This design comes from an exercise in tuning for small area on the open sky130 flow, not from production work. Where RTL was checked, it was by simulation tests only, not by an equivalence proof against the original. The RTL of runs 3 and 4 was laid out without a check of its function.

==> flow/design.v, too long to show whole: its modules and the start of the top module <==
// module frame_sequencer: 50 lines
// module step_counter: 14 lines
// module ref_delay_line: 50 lines
// module lms_channel: 54 lines
// module anc_mac: 1181 lines
// module anc_top: 97 lines
module anc_top
(
    input  logic        clk,
    input  logic        rstn,
    input  logic        head_flag,
    input  anc_pkg::sample_t reff,
    input  anc_pkg::sample_t primary_a,
    input  anc_pkg::sample_t primary_b,
    output anc_pkg::sample_t dout,
    output logic        frame_done
);
  // ...
==> flow/flow/run.sh <==
#!/bin/bash
# Layout flow: the standard synthesis and layout, with these changes.
#  1. After the standard synthesis (unchanged), flow/invopt.py chooses signal
#     polarities to save inverters: full-adder cells are self-dual, xor2/xnor2
#     and and/or-type cells have complemented twins, and half adders can be
#     rebuilt from an xor and a 2-input gate. Registers are not touched.
#  2. The layout then runs with the smallest port buffers and a coarser
#     clock tree without dummy loads (flow/layout_args.sh).
# Each step writes its full output to a log file in this folder.
set -euo pipefail
R=orfs/results/sky130hd/anc_top/base
bash standard.sh synth > synth.log 2>&1
cp $R/1_2_yosys.v 1_2_yosys_standard.v
python3 flow/invopt.py 1_2_yosys_standard.v $R/1_2_yosys.v > invopt.log 2>&1
touch $R/1_2_yosys.v
source flow/layout_args.sh
bash standard.sh "${LAYOUT_ARGS[@]}" finish > layout.log 2>&1
==> flow/flow/layout_args.sh <==
# make variables for the layout steps
LAYOUT_ARGS=(
  "BUFFER_PORTS_ARGS=-buffer_cell sky130_fd_sc_hd__buf_1"
  "CTS_ARGS=-sink_clustering_enable -repair_clock_nets -dont_use_dummy_load -buf_list sky130_fd_sc_hd__clkbuf_16 -sink_clustering_size 32 -sink_clustering_max_diameter 80"
)
==> flow/standard.sh <==
#!/bin/bash
# synth_recipe.tcl (not shown) runs the flow's synth.tcl, then flattens the netlist and writes it again
# the make line also repeats each setting of config.mk as NAME=value (left out here)
make -C /OpenROAD-flow-scripts/flow DESIGN_CONFIG=/design/flow/config.mk WORK_HOME=/design/flow/orfs CLKGATE_MAP_FILE= SYNTH_SCRIPT=/design/flow/synth_recipe.tcl "${@:-finish}"
==> flow/config.mk <==
export PLATFORM = sky130hd
export DESIGN_NAME = anc_top
export DESIGN_NICKNAME = anc_top
export VERILOG_FILES = /design/flow/design.v
export SDC_FILE = /design/flow/constraint.sdc
export NUM_CORES = 4
export LEC_CHECK = 0
export ABC_AREA = 1
export CAP_MARGIN = 20
export CORE_MARGIN = 2
export CORE_UTILIZATION = 65
export GPL_TIMING_DRIVEN = 0
export SLEW_MARGIN = 20
==> flow/constraint.sdc <==
create_clock -name core_clock -period 12.0 [get_ports {clk}]
set_input_delay 2.4000 -clock core_clock [delete_from_list [all_inputs] [get_ports {clk}]]
set_output_delay 2.4000 -clock core_clock [all_outputs]
set_load 0.01 [all_outputs]
Not shown: flow/flow/invopt.py
==> run_results.csv, run 1 <==
group,metric,value,unit
routing,antenna_left,0,
global_route,busiest_layer,"met2",
worst_setup_path,critPathLaunchType,"flip-flop",
clocking,worst_skew_pair.late_latency,610,ps
sta,fin_ws,332,ps
routing,wl_met2,34.0,mm
worst_setup_path,slowest_delay,570,ps
sta,hold_ws,292,ps
worst_setup_path,crit_type,"flip-flop to flip-flop",
sta,skew,122,ps
final_layout,fill_cells,3038,
routing,num_vias,19700,
global_route,grt_pass1_wl,116,mm
final_layout,clkCellAreaFrac,2.16,%
run,maxCapViolations,0,
clocking,cts.sinks,495,
sta,grt_setup_unrepaired,"no",
final_layout,finish.utilization,70.2,%
worst_setup_path,reg2reg_slack,330,ps
final_layout,n_antenna_cell,0,
worst_setup_path,cp_slowest_cell,"or4_4",
final_layout,multi_input_area_share,52.0,%
final_layout,final_area,0.0278,mm2
final_layout,seq_cells,495,
global_route,met1_usage,51.0,%
floorplan,fp.dieArea,0.0417,mm2
routing,wl_met3,7.75,mm
global_route,antenna_found_initial,2,
clocking,htreeDepth,1,
global_route,grt_use_total,37.3,%
routing,firstDrtPassIters,6,
final_layout,area.growth.synth_to_final,6.68,%
final_layout,largest_class,"multi-input gates",
synth,yosysWarnings,7,
sta,tightest_slew,1140,ps
run_status,status,"timing/DRC/antenna clean",
synth,avgSynthCellArea,10.3,um2
hold_path,hold_class,"flip-flop to flip-flop",
==> run 2, diff against run 1 <==
--- a/flow/config.mk
+++ b/flow/config.mk
@@ -9,5 +9,4 @@
 export CAP_MARGIN = 20
 export CORE_MARGIN = 2
 export CORE_UTILIZATION = 65
-export GPL_TIMING_DRIVEN = 0
 export SLEW_MARGIN = 20
==> run 2 against run 1 <==
Final cell count shrank 2.9%. Count of clock-buffer cells in the layout is the same. Register-to-register slack gained 160 ps. Critical path depth is the same. Utilization shrank 0.67 points. First-iteration DRC count shrank 31%. Die area is the same. Clock skew grew 14 ps. Highest routed layer is now met4.
==> run_results.csv, run 2 <==
group,metric,value,unit
place,hpwlAfterDp,49.0,mm
clocking,cts.sinks,495,
sta,max_freq,0.0869,GHz
routing,wl,66.1,mm
routing,num_vias,18500,
sta,drv_slew,0,
sta,skew,136,ps
final_layout,mostFrequentLayoutCell,"nand2_1",
worst_setup_path,crit_family,"adder cells",
worst_setup_path,cp_slowest_cell,"or4_1",
final_layout,fin_nets,2887,
final_layout,drive_above_1_share,6.46,%
floorplan,core-area,0.0396,mm2
sta,fin_crit_sh,95.9,%
run,maxCapViolations,0,
final_layout,mostFrequentLayoutCells,"nand2_1, dfxtp_1, fa_1, o22ai_1, xnor2_1",
worst_setup_path,worstPathRequired,12310,ps
final_layout,n_antenna_cell,0,
place,placed_area,0.0268,mm2
routing,firstDrtPassIters,6,
synth,avgSynthCellArea,10.3,um2
synth,synth_nets,2871,
sta,setup_viol,0,
clocking,cts_tree,"yes",
clocking,clock_path_buffers,3,
routing,antenna_left,0,
sta,period_minus_slack,11510,ps
sta,max_slew_margin,32.2,%
synth,yosysWarnings,7,
clocking,clkTransAtPathRegs,110,ps
synth,syn-cell-area,0.0261,mm2
global_route,grt_use_total,32.4,%
global_route,antenna_found_initial,0,
final_layout,area.growth.synth_to_final,5.67,%
clocking,htreeDepth,1,
worst_setup_path,cp.buffers_inverters,3,
routing,drc,0,
clocking,worst_skew_pair.late_latency,620,ps
worst_setup_path,timing.critical_path.mode_cell,"fa_1",
sta,tns,0,ps
clocking,hold_buffers,0,
clocking,cts_made_buffers,24,
routing,drt-initial-drc-count,1775,
floorplan,die_w,204,um
routing,drt-wirelength-per-cell,21.4,um
final_layout,fill_cells,3095,
routing,vias_per_cell,6.00,
synth,synth_cells,2542,
floorplan,initial_core_util,65.8,%
sta,tightest_slew,1010,ps
clocking,root_buffer,"clkbuf_16",
worst_setup_path,crit_type,"flip-flop to flip-flop",
final_layout,reg_top3,"chan_a.w: 128 flops, chan_b.w: 128 flops, ref_i.ring: 112 flops",
final_layout,regArea,0.0106,mm2
final_layout,final_area,0.0276,mm2
worst_setup_path,cp_max_fo,19,
place,gp_congestion,0.947,
worst_setup_path,critPathLaunchType,"flip-flop",
floorplan,die_h,204,um
global_route,grt_start_max_net_pins,71,
worst_setup_path,slowest_delay,550,ps
sta,hold_violations,0,
floorplan,rows,73,
final_layout,multi_input_area,0.0145,mm2
floorplan,fp.dieArea,0.0417,mm2
worst_setup_path,crit_path_end_kind,"flip-flop",
run_status,status,"timing/DRC/antenna clean",
hold_path,hold_class,"flip-flop to flip-flop",
sta,grt_setup_unrepaired,"no",
global_route,grt_pass1_wl,104,mm
global_route,overflow,0,
place,io_buffers,59,
global_route,grt_pass1_vias,18700,
sta,hold_ws,305,ps
floorplan,ios,60,
worst_setup_path,crit_arrival,11820,ps
-- run 2: layout make-up --
cell class | count | area share, %
Tap cell | 525 | 2.38
Timing Repair Buffer | 116 | 2.42
Sequential cell | 495 | 38.6
Multi-Input combinational cell | 1782 | 52.5
Clock buffer | 24 | 2.18
Inverter | 139 | 1.89
-- run 2: through the flow --
stage	util, %	std cells	setup slack [ps]
after floorplan	-	2542	558
after global placement	67.7	3049	271
after detailed placement	67.7	3049	177
after CTS	69.2	3073	176
after global routing	69.5	3081	33.9
final	69.5	3081	489
-- run 2: final timing paths --
kind	slack, ps	start	endpoint	cells past startpoint
setup / recovery	490	chan_a.acc[25]$_DFFE_PP_	chan_a.acc[22]$_DFFE_PP_	35
hold / removal	310	ref_i.ring[4][7]$_DFF_P_	ref_i.ring[5][7]$_DFF_P_	0
setup reg to reg	490	chan_a.acc[25]$_DFFE_PP_	chan_a.acc[22]$_DFFE_PP_	35
hold reg to reg	310	ref_i.ring[4][7]$_DFF_P_	ref_i.ring[5][7]$_DFF_P_	0
max in group asynchronous	9330	rstn	seq_i.upd_q$_DFF_PN0_	1
min in group asynchronous	1960	rstn	ref_i.g[1]$_DFFE_PN0P_	1
-- run 2: repair_timing --
item / CTS / global route
buffers inserted: 0 / 8
endpoints found under the hold margin: 0 / 0
setup endpoints to repair: 0 / 23
gates resized for setup: 0 / 11
-- run 2: routing by layer --
| layer | GRT usage, % | vias up | part of all wire [%] |
|---|---|---|---|
| li1 | - | 8533 | - |
| met5 | 0 | - | 0 |
| met2 | 52.0 | 768 | 46 |
| met3 | 5.58 | 145 | 7.7 |
| met4 | 12.1 | 0 | 4.1 |
| met1 | 44.5 | 9045 | 42 |
==> module frame_sequencer, before the edit <==
module frame_sequencer
(
    input  logic       clk,
    input  logic       rstn,
    input  logic       head_flag,
    output logic       start,
    output logic       filter_en,
    output logic       update_en,
    output logic       out_load,
    output logic       last_upd
);
    logic [4:0] s;
    assign start     = (s == 5'd0) && head_flag;
    logic       filt_q;
    logic       upd_q;
    assign filter_en = filt_q;
    assign update_en = upd_q;
    always_ff @(posedge clk or negedge rstn)
    begin
        if (!rstn)
        begin
            filt_q <= 1'b0;
            upd_q  <= 1'b0;
        end
        else
        begin
            filt_q <= (s >= 5'd1) && (s <= 5'd8);       
            upd_q  <= (s >= 5'd9) && (s <= 5'd16);      
        end
    end
    assign out_load  = (s == 5'd10);
    assign last_upd  = (s == 5'd17);
    always_ff @(posedge clk or negedge rstn)
    begin
        if (!rstn)
            s <= 5'd0;
        else if (s == 5'd0)
        begin
            if (head_flag)
                s <= 5'd1;
        end
        else if (s == 5'd18)
        begin
            if (!head_flag)
                s <= 5'd0;
        end
        else
            s <= s + 5'd1;
    end
endmodule
==> module step_counter, before the edit <==
module step_counter
(
    input  logic       clk,
    input  logic       rstn,
    output logic [2:0] ptr
);
    always_ff @(posedge clk or negedge rstn)
    begin
        if (!rstn)
            ptr <= 3'd0;
        else
            ptr <= ptr + 3'd1;
    end
endmodule
==> module ref_delay_line, before the edit <==
module ref_delay_line
(
    input  logic               clk,
    input  logic               rstn,
    input  logic               start,
    input  logic signed [13:0] reff,
    input  logic [2:0]         ptr,
    output logic signed [13:0] x
);
    logic signed [13:0] ring [8];
    logic signed [13:0] xin;
    logic [2:0]         g;
    logic [3:0]         nf;
    logic               ins;
    assign ins = (ptr == ~g);
    always_ff @(posedge clk)
    begin
        ring[0] <= ins ? xin : ring[7];
        for (int i = 1; i < 8; i++)
            ring[i] <= ring[i-1];
    end
    always_ff @(posedge clk)
    begin
        if (start)
            xin <= reff;
    end
    always_ff @(posedge clk or negedge rstn)
    begin
        if (!rstn)
            g <= 3'd0;
        else if (start)
            g <= g + 3'd1;
    end
    always_ff @(posedge clk or negedge rstn)
    begin
        if (!rstn)
            nf <= 4'd0;
        else if (start && !nf[3])
            nf <= nf + 4'd1;
    end
    always_ff @(posedge clk)
    begin
        if (!(nf[3] || (ptr < nf[2:0])))
            x <= 14'sd0;
        else if (ptr == 3'd0)
            x <= xin;
        else
            x <= ring[g];
    end
endmodule
==> module lms_channel, before the edit <==
module lms_channel
(
    input  logic               clk,
    input  logic               start,
    input  logic               filter_en,
    input  logic               update_en,
    input  logic               wv,
    input  logic signed [13:0] primary,
    input  logic [6:0]         neg,
    input  logic [6:0]         one,
    input  logic [6:0]         two,
    output logic signed [13:0] err
);
    logic signed [15:0] w [8];
    logic signed [32:0] acc;
    logic signed [15:0] w_rd;
    logic signed [15:0] m;
    logic signed [32:0] addend;
    logic signed [32:0] t;
    logic signed [20:0] y;
    assign w_rd = wv ? w[0] : 16'sd0;
    assign y = ~acc[32:12];
    always_comb
    begin
        if (y[20:13] != {8{y[13]}})
            err = y[20] ? -14'sd8192 : 14'sd8191;
        else
            err = y[13:0];
    end
    assign m      = filter_en ? w_rd : 16'(err);
    assign addend = update_en ? {2'b00, w_rd, 15'd0} : acc;
    anc_mac mac_i (
        .m   (m),
        .neg (neg),
        .one (one),
        .two (two),
        .add (addend),
        .t   (t)
    );
    always_ff @(posedge clk)
    begin
        if (start)
            acc <= {{7{~primary[13]}}, ~primary, 12'd0};
        else if (filter_en)
            acc <= t;
    end
    always_ff @(posedge clk)
    begin
        w[0] <= w[7];
        w[1] <= update_en ? t[30:15] : w[0];
        for (int i = 2; i < 8; i++)
            w[i] <= w[i-1];
    end
endmodule
==> module anc_top, before the edit <==
module anc_top
(
    input  logic        clk,
    input  logic        rstn,
    input  logic        head_flag,
    input  anc_pkg::sample_t reff,
    input  anc_pkg::sample_t primary_a,
    input  anc_pkg::sample_t primary_b,
    output anc_pkg::sample_t dout,
    output logic        frame_done
);
    logic start, filter_en, update_en, out_load, last_upd;
    logic [2:0] ptr;
    logic signed [13:0] x;
    logic signed [13:0] err_a;
    logic signed [13:0] err_b;
    logic wv;
    logic [6:0] neg, one, two;
    for (genvar j = 0; j < 7; j++)
    begin : booth
        logic b2, b1, b0;
        assign b2     = x[2*j+1];
        assign b1     = x[2*j];
        assign b0     = (j == 0) ? 1'b0 : x[2*j-1];
        assign neg[j] = b2 & ~(b1 & b0);
        assign one[j] = b1 ^ b0;
        assign two[j] = (b2 & ~b1 & ~b0) | (~b2 & b1 & b0);
    end
    frame_sequencer seq_i (
        .clk       (clk),
        .rstn      (rstn),
        .head_flag (head_flag),
        .start     (start),
        .filter_en (filter_en),
        .update_en (update_en),
        .out_load  (out_load),
        .last_upd  (last_upd)
    );
    step_counter step_i (
        .clk  (clk),
        .rstn (rstn),
        .ptr  (ptr)
    );
    ref_delay_line ref_i (
        .clk   (clk),
        .rstn  (rstn),
        .start (start),
        .reff  (reff),
        .ptr   (ptr),
        .x     (x)
    );
    always_ff @(posedge clk or negedge rstn)
    begin
        if (!rstn)
            wv <= 1'b0;
        else if (last_upd)
            wv <= 1'b1;
    end
    lms_channel chan_a (
        .clk       (clk),
        .start     (start),
        .filter_en (filter_en),
        .update_en (update_en),
        .wv        (wv),
        .primary   (primary_a),
        .neg       (neg),
        .one       (one),
        .two       (two),
        .err       (err_a)
    );
    lms_channel chan_b (
        .clk       (clk),
        .start     (start),
        .filter_en (filter_en),
        .update_en (update_en),
        .wv        (wv),
        .primary   (primary_b),
        .neg       (neg),
        .one       (one),
        .two       (two),
        .err       (err_b)
    );
    always_ff @(posedge clk or negedge rstn)
    begin
        if (!rstn)
        begin
            dout       <= '0;
            frame_done <= 1'b0;
        end
        else
        begin
            frame_done <= out_load;
            if (out_load)
                dout <= err_a + err_b;
        end
    end
endmodule
==> run 3, diff against run 2 <==
--- a/flow/design.v
+++ b/flow/design.v
@@ -27,8 +27,7 @@
     output logic       start,
     output logic       filter_en,
     output logic       update_en,
-    output logic       out_load,
-    output logic       last_upd
+    output logic       out_load
 );
     logic [4:0] s;
     assign start     = (s == 5'd0) && head_flag;
@@ -50,7 +49,6 @@
         end
     end
     assign out_load  = (s == 5'd10);
-    assign last_upd  = (s == 5'd17);
     always_ff @(posedge clk or negedge rstn)
     begin
         if (!rstn)
@@ -72,16 +70,10 @@
 module step_counter
 (
     input  logic       clk,
-    input  logic       rstn,
     output logic [2:0] ptr
 );
-    always_ff @(posedge clk or negedge rstn)
-    begin
-        if (!rstn)
-            ptr <= 3'd0;
-        else
-            ptr <= ptr + 3'd1;
-    end
+    always_ff @(posedge clk)
+        ptr <= ptr + 3'd1;
 endmodule
 module ref_delay_line
 (
@@ -90,7 +82,8 @@
     input  logic               start,
     input  logic signed [13:0] reff,
     input  logic [2:0]         ptr,
-    output logic signed [13:0] x
+    output logic signed [13:0] x,
+    output logic               wv
 );
     logic signed [13:0] ring [8];
     logic signed [13:0] xin;
@@ -107,14 +100,10 @@
     always_ff @(posedge clk)
     begin
         if (start)
+        begin
             xin <= reff;
-    end
-    always_ff @(posedge clk or negedge rstn)
-    begin
-        if (!rstn)
-            g <= 3'd0;
-        else if (start)
-            g <= g + 3'd1;
+            g   <= g + 3'd1;
+        end
     end
     always_ff @(posedge clk or negedge rstn)
     begin
@@ -123,6 +112,7 @@
         else if (start && !nf[3])
             nf <= nf + 4'd1;
     end
+    assign wv = nf[3] | nf[2] | nf[1];
     always_ff @(posedge clk)
     begin
         if (!(nf[3] || (ptr < nf[2:0])))
@@ -163,7 +153,7 @@
             err = y[13:0];
     end
     assign m      = filter_en ? w_rd : 16'(err);
-    assign addend = update_en ? {2'b00, w_rd, 15'd0} : acc;
+    assign addend = {acc[32:31], update_en ? w_rd : acc[30:15], update_en ? 15'd0 : acc[14:0]};
     anc_mac mac_i (
         .m   (m),
         .neg (neg),
@@ -1379,7 +1369,7 @@
     output anc_pkg::sample_t dout,
     output logic        frame_done
 );
-    logic start, filter_en, update_en, out_load, last_upd;
+    logic start, filter_en, update_en, out_load;
     logic [2:0] ptr;
     logic signed [13:0] x;
     logic signed [13:0] err_a;
@@ -1403,13 +1393,11 @@
         .start     (start),
         .filter_en (filter_en),
         .update_en (update_en),
-        .out_load  (out_load),
-        .last_upd  (last_upd)
+        .out_load  (out_load)
     );
     step_counter step_i (
-        .clk  (clk),
-        .rstn (rstn),
-        .ptr  (ptr)
+        .clk (clk),
+        .ptr (ptr)
     );
     ref_delay_line ref_i (
         .clk   (clk),
@@ -1417,15 +1405,9 @@
         .start (start),
         .reff  (reff),
         .ptr   (ptr),
-        .x     (x)
+        .x     (x),
+        .wv    (wv)
     );
-    always_ff @(posedge clk or negedge rstn)
-    begin
-        if (!rstn)
-            wv <= 1'b0;
-        else if (last_upd)
-            wv <= 1'b1;
-    end
     lms_channel chan_a (
         .clk       (clk),
         .start     (start),
==> run 3 against run 2 <==
Still clean on timing, DRC and antenna. Register-to-register slack is essentially flat. Count of clock-buffer cells in the layout increased by 2. Critical endpoint is now chan_a.acc[30]$_DFFE_PP_.
==> run_results.csv, run 3 <==
group,metric,value,unit
final_layout,fill_cells,3066,
sta,grt_setup_unrepaired,"no",
global_route,antenna_found_initial,0,
floorplan,initial_core_util,65.8,%
sta,max_slew_margin,28.6,%
final_layout,mostFrequentLayoutCells,"dfxtp_1, nand2_1, fa_1, o22ai_1, xnor2_1",
routing,drt-initial-drc-count,1422,
routing,drc,0,
floorplan,die_h,204,um
place,io_buffers,59,
final_layout,area.growth.synth_to_final,5.70,%
final_layout,regArea,0.0106,mm2
worst_setup_path,crit_type,"flip-flop to flip-flop",
synth,synth_nets,2849,
worst_setup_path,cp_max_fo,10,
global_route,grt_start_max_net_pins,61,
routing,antenna_left,0,
final_layout,n_antenna_cell,0,
floorplan,fp.dieArea,0.0417,mm2
clocking,clock_path_buffers,3,
place,gp_congestion,0.979,
sta,tns,0,ps
worst_setup_path,crit_arrival,11830,ps
routing,wl,66.0,mm
place,place_ws,210,ps
worst_setup_path,cp.buffers_inverters,2,
synth,syn-cell-area,0.0261,mm2
global_route,grt_pass1_vias,19000,
global_route,grt_pass1_wl,105,mm
clocking,cts.sinks,494,
synth,avgSynthCellArea,10.4,um2
sta,tightest_slew,1070,ps
floorplan,ios,60,
clocking,clkTransAtPathRegs,110,ps
sta,setup_viol,0,
worst_setup_path,crit_family,"adder cells",
hold_path,hold_class,"flip-flop to flip-flop",
floorplan,rows,73,
run_status,status,"timing/DRC/antenna clean",
routing,drt-wirelength-per-cell,21.6,um
final_layout,multi_input_area,0.0144,mm2
global_route,grt_use_total,32.6,%
sta,skew,123,ps
worst_setup_path,timing.critical_path.mode_cell,"fa_1",
global_route,overflow,0,
sta,max_freq,0.0870,GHz
final_layout,mostFrequentLayoutCell,"dfxtp_1",
sta,hold_ws,221,ps
clocking,worst_skew_pair.late_latency,630,ps
clocking,htreeDepth,1,
worst_setup_path,worstPathRequired,12330,ps
routing,vias_per_cell,6.02,
place,hpwlAfterDp,48.6,mm
routing,num_vias,18400,
worst_setup_path,critPathLaunchType,"flip-flop",
worst_setup_path,slowest_delay,500,ps
clocking,root_buffer,"clkbuf_16",
final_layout,reg_top3,"chan_a.w: 128 flops, chan_b.w: 128 flops, ref_i.ring: 112 flops",
final_layout,drive_above_1_share,6.27,%
final_layout,finish.utilization,69.5,%
sta,period_minus_slack,11500,ps
floorplan,core-area,0.0396,mm2
worst_setup_path,cp_slowest_cell,"fa_1",
worst_setup_path,crit_path_end_kind,"flip-flop",
final_layout,fin_nets,2871,
run,maxCapViolations,0,
floorplan,die_w,204,um
synth,synth_cells,2515,
worst_setup_path,reg2reg_slack,500,ps
clocking,cts_tree,"yes",
clocking,cts_made_buffers,26,
sta,drv_slew,0,
sta,fin_crit_sh,95.8,%
routing,firstDrtPassIters,6,
sta,fin_ws,501,ps
synth,yosysWarnings,7,
sta,hold_violations,0,
run 3: area by class of cell:
cell class	instances	area share [%]
Clock buffer	26	2.36
Timing Repair Buffer	120	2.51
Multi-Input combinational cell	1761	52.4
Inverter	133	1.84
Sequential cell	494	38.5
Timing Repair inverter	1	0.0272
Tap cell	525	2.38
run 3: final timing paths:
kind / start / endpoint / depth (start not counted)
worst min-delay path: ref_i.ring[5][0]$_DFF_P_ / ref_i.ring[6][0]$_DFF_P_ / 0
worst max register to register: chan_a.acc[27]$_DFFE_PP_ / chan_a.acc[30]$_DFFE_PP_ / 32
max in group asynchronous: rstn / dout[11]$_DFFE_PN0P_ / 1
worst min register to register: ref_i.ring[5][0]$_DFF_P_ / ref_i.ring[6][0]$_DFF_P_ / 0
min in group asynchronous: rstn / seq_i.s[4]$_DFFE_PN0P_ / 1
worst max-delay path: chan_a.acc[27]$_DFFE_PP_ / chan_a.acc[30]$_DFFE_PP_ / 32
run 3: repair_timing:
action / CTS / global route
hold buffers: 0 / 0
endpoints found under the setup margin: 0 / 40
gates resized for setup: 0 / 5
buffers inserted: 0 / 2
run 3: routing by layer:
layer  global-route usage (%)  routed length [um]  vias to the layer above
met3                     4.99                4330                      181
met5                        0                   0                        -
met4                     13.3                3100                        0
li1                         -                   -                     8474
met2                     52.1               30300                      756
met1                     44.6               28200                     9025
run 3: per-stage QoR:
step                area (um2)  std cells
floorplan                26100       2515
global placement         26900       3031
detailed placement       26900       3031
CTS                      27500       3057
global route             27600       3060
finish                   27600       3060
==> run 4, diff against run 3 <==
--- a/flow/design.v
+++ b/flow/design.v
@@ -44,7 +44,7 @@
         end
         else
         begin
-            filt_q <= (s >= 5'd1) && (s <= 5'd8);       
+            filt_q <= start || ((s >= 5'd1) && (s <= 5'd7));    
             upd_q  <= (s >= 5'd9) && (s <= 5'd16);      
         end
     end
@@ -113,14 +113,14 @@
             nf <= nf + 4'd1;
     end
     assign wv = nf[3] | nf[2] | nf[1];
-    always_ff @(posedge clk)
+    always_comb
     begin
         if (!(nf[3] || (ptr < nf[2:0])))
-            x <= 14'sd0;
+            x = 14'sd0;
         else if (ptr == 3'd0)
-            x <= xin;
+            x = xin;
         else
-            x <= ring[g];
+            x = ring[g];
     end
 endmodule
 module lms_channel
@@ -143,7 +143,7 @@
     logic signed [32:0] addend;
     logic signed [32:0] t;
     logic signed [20:0] y;
-    assign w_rd = wv ? w[0] : 16'sd0;
+    assign w_rd = wv ? w[7] : 16'sd0;
     assign y = ~acc[32:12];
     always_comb
     begin
@@ -171,9 +171,8 @@
     end
     always_ff @(posedge clk)
     begin
-        w[0] <= w[7];
-        w[1] <= update_en ? t[30:15] : w[0];
-        for (int i = 2; i < 8; i++)
+        w[0] <= update_en ? t[30:15] : w[7];
+        for (int i = 1; i < 8; i++)
             w[i] <= w[i-1];
     end
 endmodule
==> run 4 against run 3 <==
Still clean. Sequential share of layout area is 1.2 points lower. First-iteration DRC count increased by 7.3%. Synthesized area grew 1.2%. Via count is 0.79% higher. Global-route usage decreased by 1.1 points. Worst hold slack better by 99 ps. Count of clock-buffer cells in the layout is 4 lower. Sequential cell count is 14 lower. Synthesized cell count rose by 2.0%. Critical path type unchanged.
==> run_results.csv, run 4 <==
group,metric,value,unit
run_status,status,"timing/DRC/antenna clean",
synth,syn-cell-area,0.0264,mm2
global_route,grt_use_total,31.4,%
floorplan,rows,73,
global_route,grt_start_max_net_pins,74,
floorplan,core-area,0.0399,mm2
synth,synth_nets,2896,
clocking,htreeDepth,1,
worst_setup_path,r2r_start,"ref_i.g[0]$_DFFE_PP_",
routing,drc,0,
worst_setup_path,crit_type,"flip-flop to flip-flop",
sta,period_minus_slack,11550,ps
sta,fin_crit_sh,96.2,%
routing,firstDrtPassIters,8,
sta,max_slew_margin,30.7,%
hold_path,min_from,"chan_a.w[6][1]$_DFF_P_",
clocking,clock_path_buffers,3,
sta,skew,90.5,ps
worst_setup_path,worstPathRequired,12300,ps
routing,drt-wirelength-per-cell,20.9,um
worst_setup_path,cp_slowest_cell,"edfxtp_1",
place,gp_congestion,0.956,
sta,tightest_slew,1040,ps
routing,vias_per_cell,5.97,
final_layout,mostFrequentLayoutCell,"nand2_1",
final_layout,mostFrequentLayoutCells,"nand2_1, dfxtp_1, fa_1, xnor2_1, o22ai_1",
floorplan,fp.dieArea,0.0422,mm2
worst_setup_path,timing.critical_path.mode_cell,"fa_1",
synth,synth_cells,2566,
floorplan,initial_core_util,66.1,%
worst_setup_path,cp_max_fo,7,
clocking,worst_skew_pair.late_latency,580,ps
final_layout,fin_nets,2921,
clocking,cts_made_buffers,22,
global_route,grt_pass1_wl,102,mm
worst_setup_path,slowest_delay,490,ps
hold_path,hold_class,"flip-flop to flip-flop",
worst_setup_path,reg2reg_depth,37,
final_layout,drive_above_1_share,7.26,%
global_route,antenna_found_initial,0,
sta,setup_viol,0,
worst_setup_path,crit_start,"ref_i.g[0]$_DFFE_PP_",
run,maxCapViolations,0,
clocking,clkTransAtPathRegs,110,ps
routing,wl,65.0,mm
clocking,cts_tree,"yes",
floorplan,die_w,205,um
place,placed_area,0.0270,mm2
routing,drt-initial-drc-count,1526,
clocking,root_buffer,"clkbuf_16",
clocking,cts.sinks,480,
worst_setup_path,crit_path_end_kind,"flip-flop",
place,io_buffers,59,
synth,avgSynthCellArea,10.3,um2
routing,num_vias,18600,
final_layout,final_area,0.0277,mm2
hold_path,worstHoldPathCells,0,
sta,tns,0,ps
sta,hold_ws,320,ps
final_layout,n_antenna_cell,0,
place,hpwlAfterDp,49.3,mm
final_layout,reg_top3,"chan_a.w: 128 flops, chan_b.w: 128 flops, ref_i.ring: 112 flops",
global_route,overflow,0,
synth,yosysWarnings,7,
sta,fin_ws,453,ps
global_route,grt_pass1_vias,18700,
worst_setup_path,critPathLaunchType,"flip-flop",
floorplan,ios,60,
worst_setup_path,reg2reg_slack,450,ps
floorplan,die_h,205,um
sta,grt_setup_unrepaired,"yes",
sta,hold_violations,0,
sta,max_freq,0.0866,GHz
sta,drv_slew,0,
worst_setup_path,crit_arrival,11850,ps
final_layout,area.growth.synth_to_final,4.90,%
place,place_ws,-186,ps
routing,antenna_left,0,
[run 4: metrics by stage]
step,cells,utilization (%)
floorplan,2566,-
global placement,3087,67.7
detailed placement,3087,67.7
CTS,3109,69.1
global route,3114,69.3
finish,3114,69.3
[run 4: area by class of cell]
type                            count  area [um2]
Fill cell                        3015       12200
Timing Repair Buffer              122         737
Inverter                          160         604
Multi-Input combinational cell   1803       14800
Timing Repair inverter              2        15.0
Tap cell                          525         657
Clock buffer                       22         551
Sequential cell                   480       10300
[run 4: final timing paths]
check	end
worst max-delay path	chan_b.acc[25]$_DFFE_PP_
worst min-delay path	chan_a.w[7][1]$_DFF_P_
worst max register to register	chan_b.acc[25]$_DFFE_PP_
worst min register to register	chan_a.w[7][1]$_DFF_P_
max in group asynchronous	seq_i.filt_q$_DFF_PN0_
min in group asynchronous	seq_i.s[1]$_DFFE_PN0P_
[run 4: critical path: cells and delay by family, from the launching register on]
family	cells	cell delay (ps)
xor gates and xnor gates	2	410
DFF	1	490
and+or+nand+nor	5	460
buffers and inverters	3	500
AOI/OAI and AO/OA	4	620
adders and majority gates	23	8780
[run 4: metal layers]
metal  GRT usage [%]  part of all wire, %  vias to the layer above
met5               0                    0                        -
met4            11.4                  3.8                        0
met3            4.58                  7.0                      132
met2            49.8                   45                      735
met1            44.1                   44                     9084
li1                -                    -                     8631
[run 4: what timing repair did]
action                                  CTS  global route
endpoints found under the setup margin   12            23
setup buffers                             0             2
resized for setup                         1            12
pin swaps                                 0             1
hold buffers                              0             0
gates cloned                              0             3

-- re-timing with driven ports --
The results above use ideal ports. As a check the final layouts listed here were re-extracted and re-timed, cells and wires unchanged.
Step 1, drivers: a clkbuf_16 drives clk and a buf_2 each remaining input, both assumed.
Step 2, shift: input delay + t, output delay - t, t = (earliest + latest rising clock arrival at the registers) / 2. This alone moves slack from input paths to output paths.
Slacks: ideal ports / drivers / drivers and shift; pairs: ideal ports / drivers.
run	t (ns)	setup WS [ns]	latest minus earliest clock arrival (ns)	worst register clock-pin slew, ns
run 1	0.614	0.332 / 0.332 / 0.332	0.122 / 0.123	0.11 / 0.11
run 2	0.611	0.489 / 0.489 / 0.489	0.136 / 0.136	0.11 / 0.11
run 3	0.625	0.501 / 0.501 / 0.501	0.123 / 0.123	0.12 / 0.12
run 4	0.593	0.453 / 0.453 / 0.453	0.090 / 0.091	0.11 / 0.11
After both steps setup and hold are still met in every run listed.
